Background: an optimization exercise with open tools, aiming at small area, a short achievable clock period and few clock cycles. Do not read the settings as production practice.
At most, simulation tests tie the RTL to the original design; equivalence was not proved.
The RTL of run 1 was laid out without a check of its function.

### design/flow/constraint.sdc
create_clock -name core_clock -period 7.5 [get_ports {clk}]
set_input_delay 1.5000 -clock core_clock [delete_from_list [all_inputs] [get_ports {clk}]]
set_output_delay 1.5000 -clock core_clock [all_outputs]
set_load 0.01 [all_outputs]
### design/flow/config.mk
export PLATFORM = sky130hd
export DESIGN_NAME = csd_vector_unit
export DESIGN_NICKNAME = csd_vector_unit
export VERILOG_FILES = /design/flow/design.v
export SDC_FILE = /design/flow/constraint.sdc
export NUM_CORES = 4
export LEC_CHECK = 0
export CAP_MARGIN = 20
export CORE_MARGIN = 2
export CORE_UTILIZATION = 45
export SETUP_SLACK_MARGIN = 4.0
export SLEW_MARGIN = 20
### design/flow/run.sh
#!/bin/bash
# synth_recipe.tcl (not shown) runs the flow's synth.tcl, then flattens the netlist and writes it again
# the make line also repeats each setting of config.mk as NAME=value (left out here)
make -C /OpenROAD-flow-scripts/flow DESIGN_CONFIG=/design/flow/config.mk WORK_HOME=/design/flow/orfs CLKGATE_MAP_FILE= SYNTH_SCRIPT=/design/flow/synth_recipe.tcl finish
### design/flow/design.v
package csd_pkg;
    localparam int DEF_NUM_LANES   = 8;
    localparam int DEF_DATA_WIDTH  = 8;
    localparam int DEF_ACCUM_WIDTH = 48;
    localparam int DEF_LEN_WIDTH   = 16;
endpackage
module csd_mul8 (
    input  logic [7:0]  a,
    input  logic [7:0]  b,
    output logic [15:0] p
);
logic m1;
logic m2;
logic m3;
logic m4;
logic m5;
logic m6;
logic m7;
logic m8;
logic m9;
logic m10;
logic m11;
logic m12;
logic m13;
logic m14;
logic m15;
logic m16;
logic m17;
logic m18;
logic m19;
logic m20;
logic m21;
logic m22;
logic m23;
logic m24;
logic m25;
logic m26;
logic m27;
logic m28;
logic m29;
logic m30;
logic m31;
logic m32;
logic m33;
logic m34;
logic m35;
logic m36;
logic m37;
logic m38;
logic m39;
logic m40;
logic m41;
logic m42;
logic m43;
logic m44;
logic m45;
logic m46;
logic m47;
logic m48;
logic m49;
logic m50;
logic m51;
logic m52;
logic m53;
logic m54;
logic m55;
logic m56;
logic m57;
logic m58;
logic m59;
logic m60;
logic m61;
logic m62;
logic m63;
logic m64;
logic m65;
logic m66;
logic m67;
logic m68;
logic m69;
logic m70;
logic m71;
logic m72;
logic m73;
logic m74;
logic m75;
logic m76;
logic m77;
logic m78;
logic m79;
logic m80;
logic m81;
logic m82;
logic m83;
logic m84;
assign m1 = (a[0] & b[6]) ^ (a[1] & b[5]);
assign m2 = (a[0] & b[6]) & (a[1] & b[5]);
assign m3 = ~(a[0] & b[7]) ^ (a[1] & b[6]) ^ (a[2] & b[5]);
assign m4 = (~(a[0] & b[7]) & (a[1] & b[6])) | (~(a[0] & b[7]) & (a[2] & b[5])) | ((a[1] & b[6]) & (a[2] & b[5]));
assign m5 = (a[3] & b[4]) ^ (a[4] & b[3]);
assign m6 = (a[3] & b[4]) & (a[4] & b[3]);
assign m7 = ~(a[1] & b[7]) ^ (a[2] & b[6]) ^ (a[3] & b[5]);
assign m8 = (~(a[1] & b[7]) & (a[2] & b[6])) | (~(a[1] & b[7]) & (a[3] & b[5])) | ((a[2] & b[6]) & (a[3] & b[5]));
assign m9 = (a[4] & b[4]) ^ (a[5] & b[3]) ^ (a[6] & b[2]);
assign m10 = ((a[4] & b[4]) & (a[5] & b[3])) | ((a[4] & b[4]) & (a[6] & b[2])) | ((a[5] & b[3]) & (a[6] & b[2]));
assign m11 = ~(a[2] & b[7]) ^ (a[3] & b[6]) ^ (a[4] & b[5]);
assign m12 = (~(a[2] & b[7]) & (a[3] & b[6])) | (~(a[2] & b[7]) & (a[4] & b[5])) | ((a[3] & b[6]) & (a[4] & b[5]));
assign m13 = (a[0] & b[4]) ^ (a[1] & b[3]);
assign m14 = (a[0] & b[4]) & (a[1] & b[3]);
assign m15 = (a[0] & b[5]) ^ (a[1] & b[4]) ^ (a[2] & b[3]);
assign m16 = ((a[0] & b[5]) & (a[1] & b[4])) | ((a[0] & b[5]) & (a[2] & b[3])) | ((a[1] & b[4]) & (a[2] & b[3]));
assign m17 = (a[3] & b[2]) ^ (a[4] & b[1]);
assign m18 = (a[3] & b[2]) & (a[4] & b[1]);
assign m19 = m1 ^ (a[2] & b[4]) ^ (a[3] & b[3]);
assign m20 = (m1 & (a[2] & b[4])) | (m1 & (a[3] & b[3])) | ((a[2] & b[4]) & (a[3] & b[3]));
assign m21 = (a[4] & b[2]) ^ (a[5] & b[1]) ^ (a[6] & b[0]);
assign m22 = ((a[4] & b[2]) & (a[5] & b[1])) | ((a[4] & b[2]) & (a[6] & b[0])) | ((a[5] & b[1]) & (a[6] & b[0]));
assign m23 = m2 ^ m3 ^ m5;
assign m24 = (m2 & m3) | (m2 & m5) | (m3 & m5);
assign m25 = (a[5] & b[2]) ^ (a[6] & b[1]) ^ ~(a[7] & b[0]);
assign m26 = ((a[5] & b[2]) & (a[6] & b[1])) | ((a[5] & b[2]) & ~(a[7] & b[0])) | ((a[6] & b[1]) & ~(a[7] & b[0]));
assign m27 = m4 ^ m6 ^ m7;
assign m28 = (m4 & m6) | (m4 & m7) | (m6 & m7);
assign m29 = m9 ^ ~(a[7] & b[1]) ^ 1'b1;
assign m30 = (m9 & ~(a[7] & b[1])) | (m9 & 1'b1) | (~(a[7] & b[1]) & 1'b1);
assign m31 = m8 ^ m10 ^ m11;
assign m32 = (m8 & m10) | (m8 & m11) | (m10 & m11);
assign m33 = (a[5] & b[4]) ^ (a[6] & b[3]) ^ ~(a[7] & b[2]);
assign m34 = ((a[5] & b[4]) & (a[6] & b[3])) | ((a[5] & b[4]) & ~(a[7] & b[2])) | ((a[6] & b[3]) & ~(a[7] & b[2]));
assign m35 = m12 ^ ~(a[3] & b[7]) ^ (a[4] & b[6]);
assign m36 = (m12 & ~(a[3] & b[7])) | (m12 & (a[4] & b[6])) | (~(a[3] & b[7]) & (a[4] & b[6]));
assign m37 = (a[5] & b[5]) ^ (a[6] & b[4]) ^ ~(a[7] & b[3]);
assign m38 = ((a[5] & b[5]) & (a[6] & b[4])) | ((a[5] & b[5]) & ~(a[7] & b[3])) | ((a[6] & b[4]) & ~(a[7] & b[3]));
assign m39 = ~(a[4] & b[7]) ^ (a[5] & b[6]) ^ (a[6] & b[5]);
assign m40 = (~(a[4] & b[7]) & (a[5] & b[6])) | (~(a[4] & b[7]) & (a[6] & b[5])) | ((a[5] & b[6]) & (a[6] & b[5]));
assign m41 = (a[0] & b[3]) ^ (a[1] & b[2]);
assign m42 = (a[0] & b[3]) & (a[1] & b[2]);
assign m43 = m13 ^ (a[2] & b[2]) ^ (a[3] & b[1]);
assign m44 = (m13 & (a[2] & b[2])) | (m13 & (a[3] & b[1])) | ((a[2] & b[2]) & (a[3] & b[1]));
assign m45 = m14 ^ m15 ^ m17;
assign m46 = (m14 & m15) | (m14 & m17) | (m15 & m17);
assign m47 = m16 ^ m18 ^ m19;
assign m48 = (m16 & m18) | (m16 & m19) | (m18 & m19);
assign m49 = m20 ^ m22 ^ m23;
assign m50 = (m20 & m22) | (m20 & m23) | (m22 & m23);
assign m51 = m24 ^ m26 ^ m27;
assign m52 = (m24 & m26) | (m24 & m27) | (m26 & m27);
assign m53 = m28 ^ m30 ^ m31;
assign m54 = (m28 & m30) | (m28 & m31) | (m30 & m31);
assign m55 = m32 ^ m34 ^ m35;
assign m56 = (m32 & m34) | (m32 & m35) | (m34 & m35);
assign m57 = m36 ^ m38 ^ m39;
assign m58 = (m36 & m38) | (m36 & m39) | (m38 & m39);
assign m59 = m40 ^ ~(a[5] & b[7]) ^ (a[6] & b[6]);
assign m60 = (m40 & ~(a[5] & b[7])) | (m40 & (a[6] & b[6])) | (~(a[5] & b[7]) & (a[6] & b[6]));
assign m61 = (a[0] & b[2]) ^ (a[1] & b[1]);
assign m62 = (a[0] & b[2]) & (a[1] & b[1]);
assign m63 = m41 ^ (a[2] & b[1]) ^ (a[3] & b[0]);
assign m64 = (m41 & (a[2] & b[1])) | (m41 & (a[3] & b[0])) | ((a[2] & b[1]) & (a[3] & b[0]));
assign m65 = m42 ^ m43 ^ (a[4] & b[0]);
assign m66 = (m42 & m43) | (m42 & (a[4] & b[0])) | (m43 & (a[4] & b[0]));
assign m67 = m44 ^ m45 ^ (a[5] & b[0]);
assign m68 = (m44 & m45) | (m44 & (a[5] & b[0])) | (m45 & (a[5] & b[0]));
assign m69 = m46 ^ m47 ^ m21;
assign m70 = (m46 & m47) | (m46 & m21) | (m47 & m21);
assign m71 = m48 ^ m49 ^ m25;
assign m72 = (m48 & m49) | (m48 & m25) | (m49 & m25);
assign m73 = m50 ^ m51 ^ m29;
assign m74 = (m50 & m51) | (m50 & m29) | (m51 & m29);
assign m75 = m52 ^ m53 ^ m33;
assign m76 = (m52 & m53) | (m52 & m33) | (m53 & m33);
assign m77 = m54 ^ m55 ^ m37;
assign m78 = (m54 & m55) | (m54 & m37) | (m55 & m37);
assign m79 = m56 ^ m57 ^ ~(a[7] & b[4]);
assign m80 = (m56 & m57) | (m56 & ~(a[7] & b[4])) | (m57 & ~(a[7] & b[4]));
assign m81 = m58 ^ m59 ^ ~(a[7] & b[5]);
assign m82 = (m58 & m59) | (m58 & ~(a[7] & b[5])) | (m59 & ~(a[7] & b[5]));
assign m83 = m60 ^ ~(a[6] & b[7]) ^ ~(a[7] & b[6]);
assign m84 = (m60 & ~(a[6] & b[7])) | (m60 & ~(a[7] & b[6])) | (~(a[6] & b[7]) & ~(a[7] & b[6]));
logic [15:0] r0, r1;
assign r0 = {1'b1, m84, m82, m80, m78, m76, m74, m72, m70, m68, m66, m64, m62, m61, (a[0] & b[1]), (a[0] & b[0])};
assign r1 = {1'b0, (a[7] & b[7]), m83, m81, m79, m77, m75, m73, m71, m69, m67, m65, m63, (a[2] & b[0]), (a[1] & b[0]), 1'b0};
assign p = r0 + r1;
endmodule
import csd_pkg::*;
module csd_vector_unit #(
    parameter int NUM_LANES   = DEF_NUM_LANES,
    parameter int DATA_WIDTH  = DEF_DATA_WIDTH,
    parameter int ACCUM_WIDTH = DEF_ACCUM_WIDTH,
    parameter int LEN_WIDTH   = DEF_LEN_WIDTH
) (
    input  logic                              clk,
    input  logic                              rst_n,
    input  logic                              cfg_valid,
    output logic                              cfg_ready,
    input  logic [LEN_WIDTH-1:0]              cfg_len,
    input  logic                              cfg_mode,
    input  logic [NUM_LANES-1:0]              cfg_break_mask,
    input  logic                              in_valid,
    output logic                              in_ready,
    input  logic [NUM_LANES*DATA_WIDTH-1:0]   in_act,
    input  logic [NUM_LANES*DATA_WIDTH-1:0]   in_wgt,
    input  logic [NUM_LANES-1:0]              in_nz_mask,
    output logic                              out_valid,
    input  logic                              out_ready,
    output logic [NUM_LANES*ACCUM_WIDTH-1:0]  out_data,
    output logic [NUM_LANES-1:0]              out_seg_mask,
    output logic                              busy
);
    logic                 cur_v, nxt_v;
    logic                 cur_zero, cur_first, cur_one;
    logic [LEN_WIDTH-1:0] cur_rem, nxt_len;
    logic [6:0]           cur_mask, nxt_mask, cfg_eff;
    logic       adv, go, beat_hs, pseudo, cfg_hs, out_hs, cur_adv, cur_load;
    logic       r_v, r_first, r_last, p_v, p_first, p_last, q_v, q_first, q_last;
    logic [6:0] r_mask, p_mask, q_mask;
    logic       ov_q;
    logic [6:0] om_q;
    logic [2:0] njobs;
    assign adv       = !(ov_q && !out_ready);
    assign cfg_eff   = cfg_mode ? cfg_break_mask[6:0] : 7'd0;
    assign cfg_ready = !nxt_v;
    assign cfg_hs    = cfg_valid && !nxt_v;
    assign out_hs    = ov_q && out_ready;
    assign go        = adv && cur_v && !(r_v && r_last);
    assign in_ready  = go && !cur_zero;
    assign beat_hs   = in_valid && in_ready;
    assign pseudo    = go && cur_zero;
    assign cur_adv   = pseudo || (beat_hs && cur_one);
    assign cur_load  = cur_adv || !cur_v;
    always_ff @(posedge clk or negedge rst_n) begin
        if (!rst_n) begin
            cur_v <= 1'b0;
            nxt_v <= 1'b0;
        end else begin
            if (cur_load) begin
                cur_v <= nxt_v || cfg_hs;
                nxt_v <= 1'b0;
            end else if (cfg_hs) begin
                nxt_v <= 1'b1;
            end
        end
    end
    always_ff @(posedge clk) begin
        if (cur_load) begin
            cur_first <= 1'b1;
            if (nxt_v) begin
                cur_zero <= (nxt_len == '0);
                cur_one  <= (nxt_len == LEN_WIDTH'(1));
                cur_rem  <= nxt_len;
                cur_mask <= nxt_mask;
            end else begin
                cur_zero <= (cfg_len == '0);
                cur_one  <= (cfg_len == LEN_WIDTH'(1));
                cur_rem  <= cfg_len;
                cur_mask <= cfg_eff;
            end
        end else if (beat_hs) begin
            cur_rem   <= cur_rem - LEN_WIDTH'(1);
            cur_one   <= (cur_rem == LEN_WIDTH'(2));
            cur_first <= 1'b0;
        end
        if (cfg_hs && !cur_load) begin
            nxt_len  <= cfg_len;
            nxt_mask <= cfg_eff;
        end
    end
    always_ff @(posedge clk or negedge rst_n) begin
        if (!rst_n) begin
            r_v <= 1'b0; r_first <= 1'b0; r_last <= 1'b0;
            p_v <= 1'b0; p_first <= 1'b0; p_last <= 1'b0;
            q_v <= 1'b0; q_first <= 1'b0; q_last <= 1'b0;
        end else if (adv) begin
            r_v     <= beat_hs || pseudo;
            r_first <= pseudo || (beat_hs && cur_first);
            r_last  <= cur_adv;
            p_v     <= r_v;
            p_first <= r_first;
            p_last  <= r_last;
            q_v     <= p_v;
            q_first <= p_first;
            q_last  <= p_last;
        end else begin
            q_v     <= 1'b0;
            q_first <= 1'b0;
            q_last  <= 1'b0;
        end
    end
    always_ff @(posedge clk) begin
        if (adv) begin
            r_mask <= cur_mask;
            p_mask <= r_mask;
            q_mask <= p_mask;
        end
    end
    logic [63:0] r_a, r_w;
    always_ff @(posedge clk) begin
        if (adv) begin
            for (int i = 0; i < 8; i++)
                r_a[i*8 +: 8] <= in_act[i*8 +: 8] & {8{beat_hs && in_nz_mask[i]}};
            r_w <= in_wgt;
        end
    end
    logic [15:0] prod [8];
    logic [15:0] p_d  [8];
    for (genvar g = 0; g < 8; g++) begin : g_mul
        csd_mul8 u_mul (
            .a(r_a[g*8 +: 8]),
            .b(r_w[g*8 +: 8]),
            .p(prod[g])
        );
    end
    always_ff @(posedge clk) begin
        if (adv)
            for (int i = 0; i < 8; i++)
                p_d[i] <= prod[i];
    end
    logic [6:0] pc;
    assign pc = ~p_mask;
    logic signed [16:0] s1, x23, x45, x67;
    logic signed [17:0] s3, y6, y7;
    assign s1  = 17'($signed(p_d[1])) + (pc[0] ? 17'($signed(p_d[0])) : 17'sd0);
    assign x23 = 17'($signed(p_d[3])) + (pc[2] ? 17'($signed(p_d[2])) : 17'sd0);
    assign x45 = 17'($signed(p_d[5])) + (pc[4] ? 17'($signed(p_d[4])) : 17'sd0);
    assign x67 = 17'($signed(p_d[7])) + (pc[6] ? 17'($signed(p_d[6])) : 17'sd0);
    assign s3  = 18'(x23) + ((pc[1] & pc[2]) ? 18'(s1) : 18'sd0);
    assign y6  = 18'($signed(p_d[6])) + (pc[5] ? 18'(x45) : 18'sd0);
    assign y7  = 18'(x67) + ((pc[5] & pc[6]) ? 18'(x45) : 18'sd0);
    logic qld;
    assign qld = adv && p_v;
    logic signed [15:0] q0, q2, q4;
    logic signed [16:0] q1, q5;
    logic signed [17:0] q3, q6, q7;
    always_ff @(posedge clk) begin
        q0 <= qld ? p_d[0] : '0;
        q1 <= qld ? s1     : '0;
        q2 <= qld ? p_d[2] : '0;
        q3 <= qld ? s3     : '0;
        q4 <= qld ? p_d[4] : '0;
        q5 <= qld ? x45    : '0;
        q6 <= qld ? y6     : '0;
        q7 <= qld ? y7     : '0;
    end
    logic [7:0] qt, qk;
    always_ff @(posedge clk) begin
        qt[0] <= 1'b0;
        qt[1] <= 1'b0;
        qt[2] <= pc[1];
        qt[3] <= 1'b0;
        qt[4] <= pc[3];
        qt[5] <= pc[3] & pc[4];
        qt[6] <= pc[3] & pc[4] & pc[5];
        qt[7] <= pc[3] & pc[4] & pc[5] & pc[6];
        qk    <= {1'b0, {7{adv && p_last}} & pc};
    end
    logic init_q;
    always_ff @(posedge clk or negedge rst_n) begin
        if (!rst_n)
            init_q <= 1'b1;
        else
            init_q <= 1'b0;
    end
    logic [7:0] zero;
    assign zero = {8{out_hs || init_q}} | qk;
    logic signed [17:0] u [8];
    logic signed [17:0] t [8];
    assign u[0] = 18'(q0);
    assign u[1] = 18'(q1);
    assign u[2] = 18'(q2);
    assign u[3] = q3;
    assign u[4] = 18'(q4);
    assign u[5] = 18'(q5);
    assign u[6] = q6;
    assign u[7] = q7;
    assign t[0] = 18'sd0;
    assign t[1] = 18'sd0;
    assign t[2] = qt[2] ? 18'(q1) : 18'sd0;
    assign t[3] = 18'sd0;
    assign t[4] = qt[4] ? q3 : 18'sd0;
    assign t[5] = qt[5] ? q3 : 18'sd0;
    assign t[6] = qt[6] ? q3 : 18'sd0;
    assign t[7] = qt[7] ? q3 : 18'sd0;
    logic [33:0] b [8];
    for (genvar g = 0; g < 8; g++) begin : g_acc
        localparam int W = (g == 0) ? 31 : (g == 1) ? 32 : (g < 4) ? 33 : 34;
        localparam bit THREE = (g == 2) || (g >= 4);
        logic [W-1:0]  acc_q;
        logic [18:0]   lo, lo_n;
        logic [W-20:0] hi, hi_n;
        logic          up, dn;
        assign lo = acc_q[18:0];
        assign hi = acc_q[W-1:19];
        if (THREE) begin : g_three
            logic [18:0] uo, to, cs, cc;
            logic [20:0] x;
            assign uo = {~u[g][17], u[g][17], u[g][16:0]};
            assign to = {~t[g][17], t[g][17], t[g][16:0]};
            assign cs = lo ^ uo ^ to;
            assign cc = (lo & uo) | (lo & to) | (uo & to);
            assign x  = {2'b00, cs} + {1'b0, cc, 1'b0};
            assign lo_n = x[18:0];
            assign up = x[20];
            assign dn = !x[20] && !x[19];
        end else begin : g_two
            logic [19:0] x;
            assign x  = {1'b0, lo} + {1'b0, u[g][17], u[g]};
            assign lo_n = x[18:0];
            assign up = x[19] && !u[g][17];
            assign dn = !x[19] && u[g][17];
        end
        logic [W-20:0] all1, all0;
        for (genvar k = 0; k <= W - 20; k++) begin : g_pre
            if (k == 0) begin : g_z
                assign all1[k] = 1'b1;
                assign all0[k] = 1'b1;
            end else begin : g_nz
                assign all1[k] = &hi[k-1:0];
                assign all0[k] = ~|hi[k-1:0];
            end
        end
        assign hi_n = hi ^ (({(W-19){up}} & all1) | ({(W-19){dn}} & all0));
        always_ff @(posedge clk)
            acc_q <= zero[g] ? '0 : {hi_n, lo_n};
        assign b[g] = 34'($signed(acc_q));
    end
    always_ff @(posedge clk or negedge rst_n) begin
        if (!rst_n) begin
            ov_q  <= 1'b0;
            njobs <= '0;
        end else begin
            ov_q  <= (q_v && q_last) || (ov_q && !out_ready);
            njobs <= njobs + 3'(cfg_hs) - 3'(out_hs);
        end
    end
    always_ff @(posedge clk) begin
        if (q_v && q_last)
            om_q <= q_mask;
    end
    assign out_valid    = ov_q;
    assign busy         = (njobs != 3'd0);
    assign out_seg_mask = {1'b1, om_q};
    for (genvar g = 0; g < 8; g++) begin : g_out
        assign out_data[g*48 +: 48] = 48'($signed(b[g]));
    end
endmodule
==> results of run 1 <==
## worst max-delay path, stage by stage, from the launching register on
cell      delay [ns]
edfxtp_1        0.47
and2_4          0.21
fa_1            0.48
inv_1           0.05
fa_1            0.47
inv_1           0.05
fa_1            0.40
fa_1            0.57
ha_4            0.24
and2_4          0.17
o21ai_4         0.14
o31ai_4         0.10
or4_4           0.44
a41o_1          0.24
a21oi_2         0.14
xnor2_1         0.09
## cells by family (layout without fill, tap and decap cells)
group	Yosys count	in the layout
simple gates	2135	2135
buf+inv	1088	2047
compound gates	856	856
fa+ha+maj	839	839
flops	758	758
xor+xnor	362	362
mux	50	50
other cells	2	3
## path summary, 6_finish.rpt
| path | slack [ns] | from | to |
|---|---|---|---|
| max | 2.98 | r_w[13] | p_d[1][14] |
| min | 0.39 | r_mask[1] | p_mask[1] |
| max reg2reg | 2.98 | r_w[13] | p_d[1][14] |
| min reg2reg | 0.39 | r_mask[1] | p_mask[1] |
| max in group asynchronous | 5.40 | rst_n | nxt_v |
| min in group asynchronous | 1.36 | rst_n | p_v |
## state kept, by name, summed over array words and instances, names as in the netlist, 17 cells and up
name         flops
q6              18
q3              18
r_w             64
r_a             64
p_d            128
q5              17
g_acc.acc_q    265
q1              17
q7              18
## cell type report
cell class,instances,area (um^2),area share
Tap cell,1650,2060,0.0273
Multi-Input combinational cell,4244,38800,0.513
Sequential cell,758,18700,0.247
Inverter,850,3200,0.0423
Clock inverter,40,499,0.00660
Timing Repair Buffer,1031,9730,0.129
Antenna cell,1,2.50,0.0000331
Clock buffer,126,2620,0.0347
## synthesized netlist by cell type (all sizes together) (35+ instances only)
library cell / instances / share of area
dfxtp: 413 / 0.15
a21o: 102 / 0.013
or3: 65 / 0.0071
nand2b: 49 / 0.0054
clkbuf: 102 / 0.0067
nor2b: 103 / 0.011
o21ai: 141 / 0.012
nor3: 155 / 0.014
a21oi: 224 / 0.020
ha: 440 / 0.097
mux2i: 38 / 0.0067
o21a: 57 / 0.0075
inv: 850 / 0.056
nor2: 501 / 0.033
fa: 399 / 0.14
buf: 136 / 0.017
and3: 155 / 0.017
xor2: 143 / 0.022
and2: 387 / 0.043
a211oi: 48 / 0.0063
o21bai: 44 / 0.0058
nand2: 448 / 0.030
edfxtp: 332 / 0.18
a31oi: 41 / 0.0045
xnor2: 219 / 0.034
nand3: 105 / 0.0092
or2: 35 / 0.0039
## repair_timing
action,in CTS,in global routing
gates cloned,1,0
gates resized for setup,531,430
setup buffers,328,128
pin swaps,331,338
setup endpoints to repair,420,243
hold endpoints to repair,0,0
## metal layers
layer	vias to the layer above	track usage
li1	22000	-
met1	21900	0.330
met2	1126	0.387
met3	288	0.0437
met4	2	0.0876
met5	-	0
==> flow_metrics.env, run 1 <==
export IMPL_ys_ff_latch=758
export IMPL_wl_met3_mm=9.44
export IMPL_syn_area_per_cell_um2=9.34
export IMPL_setup_viol=0
export IMPL_cts_hold_buf=0
export IMPL_post_place_cells=8075
export IMPL_via_count=45300
export IMPL_die_area_mm2=0.129
export IMPL_routed_top_layer="met5"
export IMPL_cp_arrival_ns=4.97
export IMPL_fmax_mhz=221
export IMPL_grt_usage=0.242
export IMPL_synth_ff_type="dfxtp_1"
export IMPL_finalHoldViolCount=0
export IMPL_numCtsBuffers=91
export IMPL_fin_ws_ns=2.98
export IMPL_synth_compound_area_frac=0.101
export IMPL_status="no timing/DRC/antenna violations"
export IMPL_synth_xor_xnor_area_share=0.0557
export IMPL_htreeDepth=3
export IMPL_synthMuxAreaShare=0.00906
export IMPL_crit_type="reg -> reg"
export IMPL_ys_seq_area_frac=0.326
export IMPL_fillCellCount=10600
export IMPL_dieHeight_um=360
export IMPL_cap_violations=0
export IMPL_path_clk_slew_ns=0.06
export IMPL_rows=130
export IMPL_viasPerCell=5.20
export IMPL_worst_setup_path_end_kind="flop"
export IMPL_syn_to_final_growth_pct=32.9
export IMPL_skew_ns=0.0329
export IMPL_synth_top_family_by_area="adder cells"
export IMPL_drc=0
export IMPL_final_setup_tns_ns=0
export IMPL_final_cell_mix="inv_1 (792), clkdlybuf4s50_1 (555), nor2_1 (459)"
export IMPL_antenna_found_initial=5
export IMPL_design_core_area_mm2=0.126
export IMPL_port_buffers=559
export IMPL_design_area_mm2=0.0756
export IMPL_final_util=0.602
export IMPL_post_route_min_period_ns=4.52
export IMPL_clk_latency_ns=0.71
export IMPL_max_slew_margin=0.201
export IMPL_met1_length_mm=73.5
export IMPL_place_area_mm2=0.0644
export IMPL_async_flop_share=0.0172
export IMPL_fin_crit_sh=0.602
export IMPL_synthSimpleGateAreaFrac=0.190
export IMPL_grt_max_degree=168
export IMPL_place_gp_congestion=0.899
export IMPL_initial_utilization=0.453
export IMPL_ant_nets=0
export IMPL_dp_slack_ns=2.58
export IMPL_io_pins=562
export IMPL_grt_pass1_vias=44700
export IMPL_slew_viol_final=0
export IMPL_cts_tree="built"
export IMPL_syn_area_mm2=0.0569
export IMPL_clock_path_buffers=3
export IMPL_cp_data_required_time_ns=7.95
export IMPL_wl_per_cell_um=18.6
export IMPL_wl_mm=162
export IMPL_drive_above_1_share=0.211
export IMPL_final_cells=8700
export IMPL_start_kind="flop"
export IMPL_reg2reg_depth=15
export IMPL_dieWidth_um=360
export IMPL_final_common_cell="inv_1"
export IMPL_route_met2_wl_mm=73.3
export IMPL_fin_nets=7981
export IMPL_hold_ws_ns=0.392
export IMPL_cts_root_buf="clkbuf_16"
export IMPL_cts_sinks=758
export IMPL_grt_pass1_wl_mm=249
export IMPL_crit_fanout=6
export IMPL_ys_warn_count=10
export IMPL_hold_path_class="reg -> reg"
export IMPL_synth_cells=6090
export IMPL_worst_pin_slew_ns=1.19
export IMPL_first_pass_iters=5
export IMPL_syn_nets=7095
export IMPL_rsz0062_at_grt="yes"
export IMPL_drt_initial_drc_count=2195
export IMPL_synthDistinctLibCells=93
export IMPL_min_path_cells=0
export IMPL_synth_edf_count=332
export IMPL_grt_overflow=0
export IMPL_synthAdderAreaFrac=0.237
export IMPL_hpwl_mm=118
==> inputs of run 2 (changes only) <==
--- a/design/flow/design.v
+++ b/design/flow/design.v
@@ -303,4 +303,4 @@
     end
-    logic [15:0] prod [8];
-    logic [15:0] p_d  [8];
+    logic signed [15:0] prod [8];
+    logic signed [15:0] p_d  [8];
     for (genvar g = 0; g < 8; g++) begin : g_mul
@@ -321,8 +321,8 @@
     logic signed [17:0] s3, y6, y7;
-    assign s1  = 17'($signed(p_d[1])) + (pc[0] ? 17'($signed(p_d[0])) : 17'sd0);
-    assign x23 = 17'($signed(p_d[3])) + (pc[2] ? 17'($signed(p_d[2])) : 17'sd0);
-    assign x45 = 17'($signed(p_d[5])) + (pc[4] ? 17'($signed(p_d[4])) : 17'sd0);
-    assign x67 = 17'($signed(p_d[7])) + (pc[6] ? 17'($signed(p_d[6])) : 17'sd0);
+    assign s1  = 17'(p_d[1]) + (pc[0] ? 17'(p_d[0]) : 17'sd0);
+    assign x23 = 17'(p_d[3]) + (pc[2] ? 17'(p_d[2]) : 17'sd0);
+    assign x45 = 17'(p_d[5]) + (pc[4] ? 17'(p_d[4]) : 17'sd0);
+    assign x67 = 17'(p_d[7]) + (pc[6] ? 17'(p_d[6]) : 17'sd0);
     assign s3  = 18'(x23) + ((pc[1] & pc[2]) ? 18'(s1) : 18'sd0);
-    assign y6  = 18'($signed(p_d[6])) + (pc[5] ? 18'(x45) : 18'sd0);
+    assign y6  = 18'(p_d[6]) + (pc[5] ? 18'(x45) : 18'sd0);
     assign y7  = 18'(x67) + ((pc[5] & pc[6]) ? 18'(x45) : 18'sd0);
@@ -382,3 +382,3 @@
     assign t[7] = qt[7] ? q3 : 18'sd0;
-    logic [33:0] b [8];
+    logic signed [33:0] b [8];
     for (genvar g = 0; g < 8; g++) begin : g_acc
@@ -386,3 +386,3 @@
         localparam bit THREE = (g == 2) || (g >= 4);
-        logic [W-1:0]  acc_q;
+        logic signed [W-1:0] acc_q;
         logic [18:0]   lo, lo_n;
@@ -423,3 +423,3 @@
             acc_q <= zero[g] ? '0 : {hi_n, lo_n};
-        assign b[g] = 34'($signed(acc_q));
+        assign b[g] = 34'(acc_q);
     end
@@ -442,3 +442,3 @@
     for (genvar g = 0; g < 8; g++) begin : g_out
-        assign out_data[g*48 +: 48] = 48'($signed(b[g]));
+        assign out_data[g*48 +: 48] = 48'(b[g]);
     end
--- a/design/flow/config.mk
+++ b/design/flow/config.mk
@@ -10,3 +10,2 @@
 export CORE_UTILIZATION = 45
-export SETUP_SLACK_MARGIN = 4.0
 export SLEW_MARGIN = 20
==> flow_metrics.env, run 2 <==
export IMPL_status="no timing/DRC/antenna violations"
export IMPL_design_core_area_mm2=0.126
export IMPL_design_area_mm2=0.0665
export IMPL_top_register="g_acc.acc_q"
export IMPL_start_kind="flop"
export IMPL_ys_seq_area_frac=0.326
export IMPL_cts_root_buf="clkbuf_16"
export IMPL_post_synth_top_count_cell="inv_1"
export IMPL_ys_warn_count=10
export IMPL_synth_ff_type="dfxtp_1"
export IMPL_routed_top_layer="met5"
export IMPL_slew_viol_final=0
export IMPL_place_gp_congestion=0.907
export IMPL_ys_ff_latch=758
export IMPL_yosys_area_top_type="edfxtp_1"
export IMPL_grt_usage=0.225
export IMPL_netlist_top_cells_area="edfxtp_1 (18%), dfxtp_1 (15%), fa_1 (14%)"
export IMPL_cts_sinks=758
export IMPL_cp_data_required_time_ns=8.06
export IMPL_clk_latency_ns=0.70
export IMPL_syn_area_per_cell_um2=9.34
export IMPL_grt_pass1_wl_mm=231
export IMPL_via_count=42500
export IMPL_drc=0
export IMPL_syn_area_mm2=0.0569
export IMPL_cap_violations=0
export IMPL_critical_path_max_stage_delay_ns=0.49
export IMPL_viasPerCell=5.15
export IMPL_cts_hold_buf=0
export IMPL_reg_top3="g_acc.acc_q: 265 flops, p_d: 128 flops"
export IMPL_synthTopCellsByCount="inv_1 (850), nor2_1 (500), nand2_1 (447), ha_1 (440), dfxtp_1 (413)"
export IMPL_initial_utilization=0.453
export IMPL_cts_tree="built"
export IMPL_setup_viol=0
export IMPL_synth_edf_count=332
export IMPL_hpwl_mm=117
export IMPL_yosysTopAreaCellShare=0.175
export IMPL_io_pins=562
export IMPL_clock_path_buffers=3
export IMPL_die_area_mm2=0.129
export IMPL_drive_above_1_share=0.0409
export IMPL_critical_path_depth=20
export IMPL_htreeDepth=3
export IMPL_critPathTopFamily="simple AND/OR/NAND/NOR gates"
export IMPL_crit_type="reg -> reg"
export IMPL_async_flop_share=0.0172
export IMPL_grt_max_degree=84
export IMPL_route_met2_wl_mm=64.8
export IMPL_final_setup_tns_ns=0
export IMPL_syn_to_final_growth_pct=16.9
export IMPL_crit_buf_inv=0
export IMPL_synth_cells=6090
export IMPL_worstPathCellList="ha_1 > a2111oi_0 > o21a_1 > nor3_1 > o41ai_1 > o21ai_0 > o41ai_1 > o21ai_0 > nand3_1 > and2_1 > ha_1 > nand2b_1 > or3_1 > or3_1 > or4_1 > or3_1 > nor3_1 > a31oi_1 > xor2_1 > nor2_1"
export IMPL_numCtsBuffers=93
export IMPL_largest_reg_flops=265
export IMPL_syn_nets=7095
export IMPL_hold_path_class="reg -> reg"
export IMPL_grt_overflow=0
export IMPL_wl_per_cell_um=17.8
export IMPL_ant_nets=0
export IMPL_place_area_mm2=0.0634
export IMPL_dieWidth_um=360
export IMPL_postCtsSetupRepairBufs=0
export IMPL_met1_length_mm=69.3
export IMPL_port_buffers=559
export IMPL_path_clk_slew_ns=0.06
export IMPL_cp_arrival_ns=5.92
export IMPL_drt_initial_drc_count=2591
export IMPL_wl_mm=147
export IMPL_post_route_min_period_ns=5.35
export IMPL_crit_fanout=5
export IMPL_skew_ns=0.0345
export IMPL_crit_top_cell="or3_1"
export IMPL_max_slew_margin=0.290
export IMPL_cts_resized=0
export IMPL_final_cell_mix="inv_1 (850), clkdlybuf4s50_1 (559), nor2_1 (500)"
export IMPL_min_path_cells=0
export IMPL_post_place_cells=8079
export IMPL_grt_pass1_vias=41100
export IMPL_fin_crit_sh=0.714
export IMPL_fin_nets=7530
export IMPL_rsz0062_at_grt="no"
export IMPL_final_common_cell="inv_1"
export IMPL_crit_path_top_delay_cell="o41ai_1"
export IMPL_final_cells=8260
export IMPL_fmax_mhz=187
export IMPL_worst_pin_slew_ns=1.07
export IMPL_worst_setup_path_end_kind="flop"
export IMPL_wl_met3_mm=8.51
export IMPL_first_pass_iters=5
export IMPL_rows=130
export IMPL_antenna_found_initial=8
export IMPL_synthDistinctLibCells=93
export IMPL_finalHoldViolCount=0
export IMPL_dieHeight_um=360
export IMPL_reg2reg_depth=20
==> run 2: area by class of cell <==
type	count	area, um^2
Multi-Input combinational cell	4244	33800
Clock inverter	56	549
Sequential cell	758	18600
Antenna cell	5	12.5
Tap cell	1650	2060
Timing Repair Buffer	578	5750
Inverter	850	3190
Clock buffer	119	2560
Fill cell	11500	59100
==> run 2: per-stage QoR <==
stage | util | hold WS [ns] | setup slack, ns
2_1_floorplan | - | 0.400 | 1.57
3_3_place_gp | 0.505 | 0.400 | 2.27
3_5_place_dp | 0.505 | 0.406 | 2.25
4_1_cts | 0.529 | 0.420 | 2.19
5_1_grt | 0.530 | 0.428 | 1.82
6_report | 0.530 | 0.418 | 2.15
==> run 2: worst paths after layout <==
| check | slack, ns | to | start |
|---|---|---|---|
| worst max-delay path | 2.15 | g_acc[1].acc_q[31] | g_acc[1].acc_q[6] |
| worst min-delay path | 0.42 | om_q[1] | q_mask[1] |
| worst max register to register | 2.15 | g_acc[1].acc_q[31] | g_acc[1].acc_q[6] |
| worst min register to register | 0.42 | om_q[1] | q_mask[1] |
| max in group asynchronous | 5.73 | p_v | rst_n |
| min in group asynchronous | 1.27 | nxt_v | rst_n |
==> run 2: worst register-to-register path, stage by stage (launching register included) <==
cell	delay, ns
dfxtp_1	0.32
ha_1	0.35
a2111oi_0	0.40
o21a_1	0.18
nor3_1	0.06
o41ai_1	0.49
o21ai_0	0.23
o41ai_1	0.47
o21ai_0	0.24
nand3_1	0.14
and2_1	0.13
ha_1	0.16
nand2b_1	0.06
or3_1	0.33
or3_1	0.37
or4_1	0.45
or3_1	0.39
nor3_1	0.16
a31oi_1	0.08
xor2_1	0.16
nor2_1	0.05
==> run 2: logic make-up (layout without fill, tap and decap cells) <==
group / after synthesis / in the layout / synth area share
multiplexers: 50 / 50 / 0.00906
adder cells (fa/ha/maj): 839 / 839 / 0.237
XOR/XNOR: 362 / 362 / 0.0557
flip-flops: 758 / 758 / 0.326
AND/OR/NAND/NOR: 2135 / 2135 / 0.190
AO/OA/AOI/OAI: 856 / 856 / 0.101
other: 2 / 7 / 0.000132
buffers and inverters: 1088 / 1603 / 0.0800
==> run 2: metal layers <==
layer | vias to the layer above | global-route usage
met4 | 2 | 0.0685
met5 | - | 0
met2 | 1000 | 0.354
li1 | 21100 | -
met3 | 174 | 0.0369
met1 | 20300 | 0.317
Testbench counts of run 2, summed over its fixed seeds: cycles 31,142.
==> inputs of run 3 (changes only) <==
--- a/design/flow/design.v
+++ b/design/flow/design.v
@@ -317,13 +317,46 @@
     end
+    logic [6:0] rc;
+    assign rc = ~r_mask;
+    logic pm10, pm32, pm31, pm30, pm54, pm65, pm64, pm76, pm75, pm74;
+    always_ff @(posedge clk) begin
+        if (adv) begin
+            pm10 <= rc[0];
+            pm32 <= rc[2];
+            pm31 <= rc[2] & rc[1];
+            pm30 <= rc[2] & rc[1] & rc[0];
+            pm54 <= rc[4];
+            pm65 <= rc[5];
+            pm64 <= rc[5] & rc[4];
+            pm76 <= rc[6];
+            pm75 <= rc[6] & rc[5];
+            pm74 <= rc[6] & rc[5] & rc[4];
+        end
+    end
     logic [6:0] pc;
     assign pc = ~p_mask;
-    logic signed [16:0] s1, x23, x45, x67;
+    logic signed [16:0] s1, x45;
     logic signed [17:0] s3, y6, y7;
-    assign s1  = 17'(p_d[1]) + (pc[0] ? 17'(p_d[0]) : 17'sd0);
-    assign x23 = 17'(p_d[3]) + (pc[2] ? 17'(p_d[2]) : 17'sd0);
-    assign x45 = 17'(p_d[5]) + (pc[4] ? 17'(p_d[4]) : 17'sd0);
-    assign x67 = 17'(p_d[7]) + (pc[6] ? 17'(p_d[6]) : 17'sd0);
-    assign s3  = 18'(x23) + ((pc[1] & pc[2]) ? 18'(s1) : 18'sd0);
-    assign y6  = 18'(p_d[6]) + (pc[5] ? 18'(x45) : 18'sd0);
-    assign y7  = 18'(x67) + ((pc[5] & pc[6]) ? 18'(x45) : 18'sd0);
+    assign s1  = 17'(p_d[1]) + (pm10 ? 17'(p_d[0]) : 17'sd0);
+    assign x45 = 17'(p_d[5]) + (pm54 ? 17'(p_d[4]) : 17'sd0);
+    logic [17:0] e30, e31, e32, e33, e44, e45, e46, e54, e55, e56, e57;
+    assign e33 = 18'(p_d[3]);
+    assign e32 = pm32 ? 18'(p_d[2]) : 18'd0;
+    assign e31 = pm31 ? 18'(p_d[1]) : 18'd0;
+    assign e30 = pm30 ? 18'(p_d[0]) : 18'd0;
+    assign e46 = 18'(p_d[6]);
+    assign e45 = pm65 ? 18'(p_d[5]) : 18'd0;
+    assign e44 = pm64 ? 18'(p_d[4]) : 18'd0;
+    assign e57 = 18'(p_d[7]);
+    assign e56 = pm76 ? 18'(p_d[6]) : 18'd0;
+    assign e55 = pm75 ? 18'(p_d[5]) : 18'd0;
+    assign e54 = pm74 ? 18'(p_d[4]) : 18'd0;
+    logic [17:0] a3s, a3c, b3s, b3c, a6s, a6c, a7s, a7c, b7s, b7c;
+    csd_csa #(.W(18)) u_c3a (.x(e33), .y(e32), .z(e31), .s(a3s), .c(a3c));
+    csd_csa #(.W(18)) u_c3b (.x(a3s), .y(a3c), .z(e30), .s(b3s), .c(b3c));
+    csd_csa #(.W(18)) u_c6  (.x(e46), .y(e45), .z(e44), .s(a6s), .c(a6c));
+    csd_csa #(.W(18)) u_c7a (.x(e57), .y(e56), .z(e55), .s(a7s), .c(a7c));
+    csd_csa #(.W(18)) u_c7b (.x(a7s), .y(a7c), .z(e54), .s(b7s), .c(b7c));
+    assign s3 = b3s + b3c;
+    assign y6 = a6s + a6c;
+    assign y7 = b7s + b7c;
     logic qld;
@@ -425,2 +458,5 @@
     end
+    logic [2:0] njobs_n;
+    logic       busy_q;
+    assign njobs_n = njobs + 3'(cfg_hs) - 3'(out_hs);
     always_ff @(posedge clk or negedge rst_n) begin
@@ -429,5 +465,7 @@
             njobs <= '0;
+            busy_q <= 1'b0;
         end else begin
             ov_q  <= (q_v && q_last) || (ov_q && !out_ready);
-            njobs <= njobs + 3'(cfg_hs) - 3'(out_hs);
+            njobs <= njobs_n;
+            busy_q <= (njobs_n != 3'd0);
         end
@@ -439,3 +477,3 @@
     assign out_valid    = ov_q;
-    assign busy         = (njobs != 3'd0);
+    assign busy         = busy_q;
     assign out_seg_mask = {1'b1, om_q};
@@ -445 +483,15 @@
 endmodule
+module csd_csa #(
+    parameter int W = 18
+) (
+    input  logic [W-1:0] x,
+    input  logic [W-1:0] y,
+    input  logic [W-1:0] z,
+    output logic [W-1:0] s,
+    output logic [W-1:0] c
+);
+    logic [W-1:0] m;
+    assign s = x ^ y ^ z;
+    assign m = (x & y) | (x & z) | (y & z);
+    assign c = {m[W-2:0], 1'b0};
+endmodule
==> design/flow/flow/run.sh (new file) <==
#!/bin/bash
# The standard layout (the standard.sh), with port buffers that are plain
# sky130_fd_sc_hd__buf_1 cells rather than the delay buffers buffer_ports
# picks by itself. Every input and output port still gets its buffer.
set -euo pipefail
echo 'export BUFFER_PORTS_ARGS = -buffer_cell sky130_fd_sc_hd__buf_1' >> config.mk
cp config.mk config_mk_used.log
bash standard.sh > standard.log 2>&1
==> design/flow/standard.sh (new file) <==
#!/bin/bash
# synth_recipe.tcl (not shown) runs the flow's synth.tcl, then flattens the netlist and writes it again
# the make line also repeats each setting of config.mk as NAME=value (left out here)
make -C /OpenROAD-flow-scripts/flow DESIGN_CONFIG=/design/flow/config.mk WORK_HOME=/design/flow/orfs CLKGATE_MAP_FILE= SYNTH_SCRIPT=/design/flow/synth_recipe.tcl "${@:-finish}"
--- a/design/flow/config.mk
+++ b/design/flow/config.mk
@@ -9,3 +9,5 @@
 export CORE_MARGIN = 2
-export CORE_UTILIZATION = 45
+export CORE_UTILIZATION = 60
+export SETUP_SLACK_MARGIN = 3.0
 export SLEW_MARGIN = 20
+export BUFFER_PORTS_ARGS = -buffer_cell sky130_fd_sc_hd__buf_1
removed: design/flow/run.sh
==> flow_metrics.env, run 3 <==
export IMPL_worstHoldEndpoint="om_q[6]"
export IMPL_cts_root_buf="clkbuf_16"
export IMPL_min_path_cells=0
export IMPL_wl_per_cell_um=17.8
export IMPL_io_pins=562
export IMPL_synthTopCellsByCount="inv_1 (967), and2_1 (517), fa_1 (477), nand2_1 (469), nor2_1 (423)"
export IMPL_final_setup_tns_ns=0
export IMPL_status="no timing/DRC/antenna violations"
export IMPL_crit_fanout=5
export IMPL_design_core_area_mm2=0.0964
export IMPL_first_pass_iters=6
export IMPL_ys_ff_latch=769
export IMPL_largest_reg_flops=265
export IMPL_slew_viol_final=0
export IMPL_synth_edf_count=342
export IMPL_syn_nets=7219
export IMPL_final_cell_mix="inv_1 (954), buf_1 (559), and2_1 (496)"
export IMPL_reg2reg_to="p_d[4][14]"
export IMPL_reg2reg_depth=16
export IMPL_reg_top3="g_acc.acc_q: 265 flops, p_d: 128 flops"
export IMPL_post_route_min_period_ns=4.63
export IMPL_ys_seq_area_frac=0.325
export IMPL_r2r_start="r_w[38]"
export IMPL_max_slew_margin=0.296
export IMPL_syn_area_per_cell_um2=9.44
export IMPL_drt_initial_drc_count=2563
export IMPL_cp_arrival_ns=5.11
export IMPL_via_count=43500
export IMPL_place_gp_congestion=0.919
export IMPL_synth_ff_type="dfxtp_1"
export IMPL_initial_utilization=0.604
export IMPL_path_clk_slew_ns=0.06
export IMPL_dieWidth_um=315
export IMPL_fmax_mhz=216
export IMPL_top_register="g_acc.acc_q"
export IMPL_drive_above_1_share=0.0714
export IMPL_fin_nets=7767
export IMPL_clk_latency_ns=0.69
export IMPL_post_place_cells=7797
export IMPL_final_util=0.680
export IMPL_drc=0
export IMPL_yosysTopAreaCellShare=0.176
export IMPL_hold_path_startpoint="q_mask[6]"
export IMPL_hpwl_mm=111
export IMPL_numCtsBuffers=88
export IMPL_cts_sinks=769
export IMPL_rsz0062_at_grt="yes"
export IMPL_grt_max_degree=170
export IMPL_cp_data_required_time_ns=7.99
export IMPL_design_area_mm2=0.0656
export IMPL_worst_pin_slew_ns=1.06
export IMPL_final_cells=8072
export IMPL_setup_viol=0
export IMPL_grt_usage=0.286
export IMPL_start_kind="flop"
export IMPL_netlist_top_cells_area="edfxtp_1 (18%), fa_1 (16%), dfxtp_1 (14%)"
export IMPL_wl_mm=143
export IMPL_r2r_slack_ns=2.87
export IMPL_syn_area_mm2=0.0582
export IMPL_synth_cells=6169
export IMPL_ys_warn_count=10
export IMPL_clock_path_buffers=3
export IMPL_skew_ns=0.0318
export IMPL_viasPerCell=5.39
export IMPL_finalHoldViolCount=0
export IMPL_grt_pass1_wl_mm=224
export IMPL_antenna_found_initial=10
export IMPL_crit_type="reg -> reg"
export IMPL_cts_tree="built"
export IMPL_yosys_area_top_type="edfxtp_1"
export IMPL_cap_violations=0
export IMPL_die_area_mm2=0.0995
export IMPL_post_synth_top_count_cell="inv_1"
export IMPL_syn_to_final_growth_pct=12.7
export IMPL_grt_pass1_vias=41600
export IMPL_hold_path_class="reg -> reg"
export IMPL_grt_overflow=0
export IMPL_final_common_cell="inv_1"
export IMPL_htreeDepth=3
export IMPL_ant_nets=0
export IMPL_place_area_mm2=0.0608
export IMPL_cts_hold_buf=0
export IMPL_dieHeight_um=315
export IMPL_port_buffers=559
export IMPL_worst_setup_path_end_kind="flop"
export IMPL_fin_crit_sh=0.617
export IMPL_async_flop_share=0.0182
export IMPL_rows=114
export IMPL_synthDistinctLibCells=89
## run 3: changes by cell type in the layout (fill, tap and decap cells not counted), moves of 25 or more
cell,change
ha_4,+25
nor2b_1,-50
xnor2_1,-46
clkdlybuf4s50_1,-559
and2_1,+111
buf_4,+94
fa_1,+78
inv_1,+104
ha_1,-59
nor2_1,-78
buf_1,+559
a21oi_1,-31
## run 3: stage by stage
stage / hold slack, ns / setup slack (ns)
2_1_floorplan: 0.400 / 3.00
3_3_place_gp: 0.401 / 2.68
3_5_place_dp: 0.405 / 2.63
4_1_cts: 0.409 / 2.88
5_1_grt: 0.413 / 2.74
6_report: 0.401 / 2.87
## run 3: cell families after synthesis
| kind of cell | after synthesis | synth area share |
|---|---|---|
| simple gates | 2173 | 0.193 |
| buf+inv | 1191 | 0.0846 |
| fa+ha+maj | 884 | 0.252 |
| compound gates | 783 | 0.0891 |
| flops | 769 | 0.325 |
| xor+xnor | 316 | 0.0477 |
| mux | 51 | 0.00914 |
| other cells | 2 | 0.000129 |
## run 3: critical path, cell delays in order (launching register included)
cell and delay [ns]:
edfxtp_1 0.46, and2_4 0.18, fa_1 0.51, inv_2 0.04
fa_1 0.52, inv_1 0.05, fa_1 0.54, inv_2 0.04
fa_1 0.49, inv_2 0.05, ha_4 0.26, and2_4 0.15
a31oi_4 0.14, nand2_2 0.07, or4_4 0.42, a2111o_1 0.43
o311ai_2 0.08
## run 3: cell type report
cell class	count	area [um^2]
antenna	3	7.51
clock inverter	47	632
sequential	769	18900
fill	7969	30800
multi-input combinational	4211	35300
timing repair buffer	679	3050
clock buffer	119	2480
inverter	968	3630
tap	1276	1600
## run 3: how the worst max path moves through the flow
stage	start	end
floorplan	r_a[34]	p_d[4][14]
global placement	q3[1]	g_acc[3].acc_q[32]
detailed placement	q3[1]	g_acc[3].acc_q[32]
CTS	r_w[37]	p_d[4][14]
global route	r_w[38]	p_d[4][14]
finish	r_w[38]	p_d[4][14]
## run 3: what timing repair did
action	in CTS	in global routing
endpoints found under the setup margin	38	86
pin swaps	3	74
resized for setup	21	159
buffers inserted	52	51
cloned	2	0
endpoints found under the hold margin	0	0
## run 3: routing by layer
layer	GRT usage	wire, um
met3	0.0482	9310
met1	0.408	65800
met5	0	51
met2	0.450	64100
met4	0.0863	4050
Testbench counts of run 3, summed over its fixed seeds: cycles 31,142.
==> inputs of run 4 (changes only) <==
--- a/design/flow/config.mk
+++ b/design/flow/config.mk
@@ -9,5 +9,6 @@
 export CORE_MARGIN = 2
-export CORE_UTILIZATION = 60
+export CORE_UTILIZATION = 70
 export SETUP_SLACK_MARGIN = 3.0
 export SLEW_MARGIN = 20
+export TNS_END_PERCENT = 5
 export BUFFER_PORTS_ARGS = -buffer_cell sky130_fd_sc_hd__buf_1
==> flow_metrics.env, run 4 <==
export IMPL_dieWidth_um=292
export IMPL_critPathTopFamily="adder cells"
export IMPL_io_pins=562
export IMPL_fin_crit_sh=0.613
export IMPL_grt_pass1_wl_mm=225
export IMPL_worstPathCellList="and2_4 > fa_1 > inv_1 > fa_1 > inv_1 > fa_1 > inv_1 > fa_1 > inv_1 > ha_2 > and2_1 > a31oi_2 > a31oi_1 > a21o_1 > a21oi_1 > xnor2_1"
export IMPL_start_kind="flop"
export IMPL_worstHoldEndpoint="r_mask[1]"
export IMPL_crit_buf_inv=4
export IMPL_min_path_cells=0
export IMPL_hpwl_mm=110
export IMPL_r2r_slack_ns=2.90
export IMPL_drt_initial_drc_count=3111
export IMPL_syn_area_per_cell_um2=9.44
export IMPL_final_setup_tns_ns=0
export IMPL_worst_pin_slew_ns=1.10
export IMPL_synth_cells=6169
export IMPL_reg_top3="g_acc.acc_q: 265 flops, p_d: 128 flops"
export IMPL_final_common_cell="inv_1"
export IMPL_synth_edf_count=342
export IMPL_r2r_start="r_w[29]"
export IMPL_path_clk_slew_ns=0.06
export IMPL_synthAdderAreaFrac=0.252
export IMPL_top_register="g_acc.acc_q"
export IMPL_final_cell_mix="inv_1 (965), buf_1 (558), and2_1 (507)"
export IMPL_synth_ff_type="dfxtp_1"
export IMPL_cp_data_required_time_ns=7.89
export IMPL_numCtsBuffers=84
export IMPL_cts_root_buf="clkbuf_16"
export IMPL_first_pass_iters=6
export IMPL_htreeDepth=3
export IMPL_syn_area_mm2=0.0582
export IMPL_fmax_mhz=217
export IMPL_synthMuxAreaShare=0.00914
export IMPL_slew_viol_final=0
export IMPL_synthSimpleGateAreaFrac=0.193
export IMPL_post_synth_top_count_cell="inv_1"
export IMPL_cap_violations=0
export IMPL_die_area_mm2=0.0855
export IMPL_crit_fanout=6
export IMPL_cts_tree="built"
export IMPL_drive_above_1_share=0.0553
export IMPL_design_core_area_mm2=0.0822
export IMPL_viasPerCell=5.70
export IMPL_grt_max_degree=177
export IMPL_syn_nets=7219
export IMPL_use_met1=0.466
export IMPL_grtUsageMet2=0.525
export IMPL_netlist_top_cells_area="edfxtp_1 (18%), fa_1 (16%), dfxtp_1 (14%)"
export IMPL_ant_nets=0
export IMPL_clock_path_buffers=3
export IMPL_cts_sinks=769
export IMPL_post_route_min_period_ns=4.60
export IMPL_top_usage_layer="met2"
export IMPL_hold_ws_ns=0.418
export IMPL_setup_viol=0
export IMPL_hold_path_startpoint="cur_mask[1]"
export IMPL_fin_nets=7729
export IMPL_synth_top_family_by_area="adder cells"
export IMPL_skew_ns=0.0259
export IMPL_initial_utilization=0.708
export IMPL_syn_to_final_growth_pct=10.6
export IMPL_crit_type="reg -> reg"
export IMPL_final_cells=7819
export IMPL_grt_overflow=0
export IMPL_reg2reg_depth=16
export IMPL_grt_usage=0.331
export IMPL_post_place_cells=7587
export IMPL_dieHeight_um=292
export IMPL_dp_slack_ns=2.61
export IMPL_worst_setup_path_end_kind="flop"
export IMPL_wl_mm=143
export IMPL_via_count=44600
export IMPL_yosys_area_top_type="edfxtp_1"
export IMPL_ys_ff_latch=769
export IMPL_synthDistinctLibCells=89
export IMPL_async_flop_share=0.0182
export IMPL_hold_path_class="reg -> reg"
export IMPL_ys_seq_area_frac=0.325
export IMPL_place_gp_congestion=0.971
export IMPL_synth_xor_xnor_area_share=0.0477
export IMPL_ys_warn_count=10
export IMPL_rsz0062_at_grt="yes"
export IMPL_antenna_found_initial=5
export IMPL_fin_ws_ns=2.90
export IMPL_grt_use_met3=0.0546
export IMPL_max_slew_margin=0.267
export IMPL_critical_path_max_stage_delay_ns=0.53
export IMPL_wl_per_cell_um=18.3
export IMPL_yosysTopAreaCellShare=0.176
export IMPL_rows=105
export IMPL_largest_reg_flops=265
export IMPL_clk_latency_ns=0.66
export IMPL_cp_arrival_ns=4.99
export IMPL_synthTopCellsByCount="inv_1 (967), and2_1 (517), fa_1 (477), nand2_1 (469), nor2_1 (423)"
export IMPL_finalHoldViolCount=0
export IMPL_grt_pass1_vias=42100
export IMPL_status="no timing/DRC/antenna violations"
export IMPL_port_buffers=559
export IMPL_synth_compound_area_frac=0.0891
export IMPL_reg2reg_to="p_d[3][14]"
export IMPL_crit_path_top_delay_cell="fa_1"
export IMPL_drc=0
[run 4: final cells by class]
class,count,area [um^2]
diodes,1,2.50
clock inverters,34,408
inverters,968,3630
repair buffers,647,2770
fillers,5749,17900
flip-flops and latches,769,18900
well taps,1070,1340
clock buffers,121,2520
multi-input cells,4209,34800
[run 4: cell families (layout without fill, tap and decap cells)]
family / after synthesis / in the layout
AOI/OAI and AO/OA: 783 / 783
and+or+nand+nor: 2173 / 2173
other: 2 / 3
DFF: 769 / 769
xor gates and xnor gates: 316 / 316
adders and majority gates: 884 / 884
muxes: 51 / 51
buffers and inverters: 1191 / 1770
[run 4: stage by stage]
stage	instance area, um^2	util
floorplan	58200	-
CTS	63700	0.775
global route	64400	0.783
global placement	60500	0.735
detailed placement	60500	0.735
finish	64400	0.783
[run 4: timing repair]
item,4_1_cts,5_1_grt
hold buffers,0,0
resized for setup,17,70
setup endpoints to repair,37,85
setup buffers,27,49
pin swaps,7,19
[run 4: worst reg2reg max path: stages (launching register included)]
cell and delay, ns:
edfxtp_1 0.52, and2_4 0.23, fa_1 0.52, inv_1 0.05
fa_1 0.53, inv_1 0.05, fa_1 0.53, inv_1 0.05
fa_1 0.49, inv_1 0.04, ha_2 0.29, and2_1 0.18
a31oi_2 0.20, a31oi_1 0.16, a21o_1 0.20, a21oi_1 0.19
xnor2_1 0.11
[run 4: routing by layer]
| metal | up-vias | wire, um |
|---|---|---|
| li1 | 21300 | - |
| met1 | 21500 | 61700 |
| met2 | 1572 | 64500 |
| met3 | 275 | 11100 |
| met4 | 8 | 5410 |
| met5 | - | 51 |
[run 4: worst max path at each step]
stage / start / to / depth (start not counted)
finish: r_w[29] / p_d[3][14] / 16
global route: r_w[37] / p_d[4][14] / 16
CTS: r_w[30] / p_d[3][13] / 15
detailed placement: r_w[37] / p_d[4][14] / 16
global placement: r_w[37] / p_d[4][14] / 16
floorplan: r_w[37] / p_d[4][14] / 16
==> inputs of run 5 (changes only) <==
--- a/design/flow/config.mk
+++ b/design/flow/config.mk
@@ -9,3 +9,3 @@
 export CORE_MARGIN = 2
-export CORE_UTILIZATION = 70
+export CORE_UTILIZATION = 60
 export SETUP_SLACK_MARGIN = 3.0
==> flow_metrics.env, run 5 <==
export IMPL_status="no timing/DRC/antenna violations"
export IMPL_initial_utilization=0.604
export IMPL_cts_tree="built"
export IMPL_yosysTopAreaCellShare=0.176
export IMPL_setup_viol=0
export IMPL_worst_pin_slew_ns=1.04
export IMPL_synth_ff_type="dfxtp_1"
export IMPL_syn_nets=7219
export IMPL_syn_to_final_growth_pct=10.7
export IMPL_dp_slack_ns=2.65
export IMPL_syn_area_per_cell_um2=9.44
export IMPL_ys_seq_area_frac=0.325
export IMPL_grt_usage=0.284
export IMPL_final_util=0.668
export IMPL_fmax_mhz=215
export IMPL_reg_top3="g_acc.acc_q: 265 flops, p_d: 128 flops"
export IMPL_post_place_cells=7792
export IMPL_hold_path_class="reg -> reg"
export IMPL_netlist_top_cells_area="edfxtp_1 (18%), fa_1 (16%), dfxtp_1 (14%)"
export IMPL_die_area_mm2=0.0995
export IMPL_top_usage_layer="met2"
export IMPL_antenna_found_initial=10
export IMPL_design_core_area_mm2=0.0964
export IMPL_dieHeight_um=315
export IMPL_crit_type="reg -> reg"
export IMPL_viasPerCell=5.42
export IMPL_grt_use_met3=0.0554
export IMPL_fin_nets=7717
export IMPL_clk_latency_ns=0.67
export IMPL_wl_per_cell_um=17.7
export IMPL_grt_pass1_wl_mm=222
export IMPL_rsz0062_at_grt="yes"
export IMPL_final_cell_mix="inv_1 (963), buf_1 (559), and2_1 (510)"
export IMPL_path_clk_slew_ns=0.06
export IMPL_cts_hold_buf=0
export IMPL_synthDistinctLibCells=89
export IMPL_port_buffers=559
export IMPL_place_gp_congestion=0.935
export IMPL_use_met1=0.417
export IMPL_htreeDepth=3
export IMPL_async_flop_share=0.0182
export IMPL_ys_ff_latch=769
export IMPL_drive_above_1_share=0.0510
export IMPL_top_register="g_acc.acc_q"
export IMPL_cts_root_buf="clkbuf_16"
export IMPL_post_synth_top_count_cell="inv_1"
export IMPL_synth_cells=6169
export IMPL_slew_viol_final=0
export IMPL_crit_fanout=5
export IMPL_start_kind="flop"
export IMPL_synth_edf_count=342
export IMPL_ys_warn_count=10
export IMPL_syn_area_mm2=0.0582
export IMPL_grt_pass1_vias=40900
export IMPL_cap_violations=0
export IMPL_hpwl_mm=111
export IMPL_rows=114
export IMPL_numCtsBuffers=90
export IMPL_ant_nets=0
export IMPL_synthTopCellsByCount="inv_1 (967), and2_1 (517), fa_1 (477), nand2_1 (469), nor2_1 (423)"
export IMPL_via_count=43400
export IMPL_final_cells=8017
export IMPL_final_common_cell="inv_1"
export IMPL_worst_setup_path_end_kind="flop"
export IMPL_cp_data_required_time_ns=7.96
export IMPL_largest_reg_flops=265
export IMPL_wl_mm=142
export IMPL_cp_arrival_ns=5.10
export IMPL_grt_max_degree=147
export IMPL_post_route_min_period_ns=4.64
export IMPL_drc=0
export IMPL_grtUsageMet2=0.427
export IMPL_first_pass_iters=6
export IMPL_finalHoldViolCount=0
export IMPL_yosys_area_top_type="edfxtp_1"
export IMPL_grt_overflow=0
export IMPL_fillCellCount=8027
export IMPL_fin_ws_ns=2.86
export IMPL_dieWidth_um=315
export IMPL_max_slew_margin=0.307
export IMPL_cts_sinks=769
export IMPL_final_setup_tns_ns=0
export IMPL_skew_ns=0.0290
export IMPL_drt_initial_drc_count=2847
export IMPL_clock_path_buffers=3
export IMPL_io_pins=562
export IMPL_fin_crit_sh=0.619
-- run 5: final timing paths --
check,from,to,cells past startpoint,slack (ns)
max,r_w[37],p_d[4][14],14,2.86
min,r_mask[3],p_mask[3],0,0.41
max reg2reg,r_w[37],p_d[4][14],14,2.86
min reg2reg,r_mask[3],p_mask[3],0,0.41
max in group asynchronous,rst_n,init_q,2,6.16
min in group asynchronous,rst_n,cur_v,1,0.76
-- run 5: cells by family after synthesis --
kind of cell | share of synthesized area
compound gates | 0.0891
xor+xnor | 0.0477
fa+ha+maj | 0.252
buf+inv | 0.0846
flops | 0.325
mux | 0.00914
other cells | 0.000129
simple gates | 0.193
-- run 5: repair_timing --
item | CTS | global route
resized for setup | 28 | 37
endpoints found under the setup margin | 40 | 98
setup buffers | 24 | 33
pin swaps | 17 | 8
-- run 5: metrics by stage --
step           area, um^2  hold WS (ns)
3_5_place_dp        60700         0.405
2_1_floorplan       58200         0.400
6_report            64400         0.411
5_1_grt             64400         0.413
3_3_place_gp        60700         0.402
4_1_cts             64000         0.406
-- run 5: worst max-delay path: stages (launching register included) --
cell and delay (ns):
edfxtp_1 0.43, buf_4 0.15, nand2_1 0.08, fa_2 0.58, inv_1 0.06, fa_2 0.58, fa_1 0.41, fa_1 0.56
ha_4 0.23, and3_4 0.17, nand3_2 0.07, nand2_2 0.06, or4_4 0.54, a2111o_1 0.42, o311ai_1 0.09
-- run 5: layer usage --
metal,share of wire,wire length (um)
met2,0.43,61200
met1,0.47,66400
met3,0.071,10100
met4,0.032,4490
met5,0.00060,86
-- run 5: final cells by class --
type | count | area, um^2 | share of cell area
multi-input combinational | 4209 | 34700 | 0.539
sequential | 769 | 18900 | 0.293
inverter | 968 | 3630 | 0.0564
timing repair buffer | 629 | 2660 | 0.0413
clock buffer | 126 | 2590 | 0.0402
tap | 1276 | 1600 | 0.0248
clock inverter | 39 | 343 | 0.00532
antenna | 1 | 2.50 | 0.0000388

==> re-timing with driven ports <==
Ports are ideal in the flow. The routed layouts listed here were re-timed in OpenROAD. Step 1 sets driving cells, clkbuf_16 on the clock port and buf_2 on the other inputs (assumed; they add their load-dependent delay and slew). Step 2 also shifts input and output timing later by t, the mid clock arrival at the registers, as if the neighbouring blocks saw the same clock. Three values: ideal, step 1, step 2; two values: the first two.
| run | shift t [ns] | setup WS [ns] | clock arrival spread, ns | slew at the worst register clock pin (ns) |
|---|---|---|---|---|
| run 1 | 0.772 | 2.982 / 2.982 / 2.982 | 0.035 / 0.035 | 0.06 / 0.06 |
| run 2 | 0.756 | 2.146 / 2.146 / 2.146 | 0.035 / 0.035 | 0.07 / 0.07 |
| run 3 | 0.746 | 2.872 / 2.872 / 2.872 | 0.033 / 0.034 | 0.06 / 0.06 |
| run 4 | 0.725 | 2.900 / 2.900 / 2.900 | 0.028 / 0.028 | 0.07 / 0.07 |
| run 5 | 0.730 | 2.859 / 2.859 / 2.859 | 0.032 / 0.032 | 0.07 / 0.07 |
After both steps every run listed still meets setup and hold.
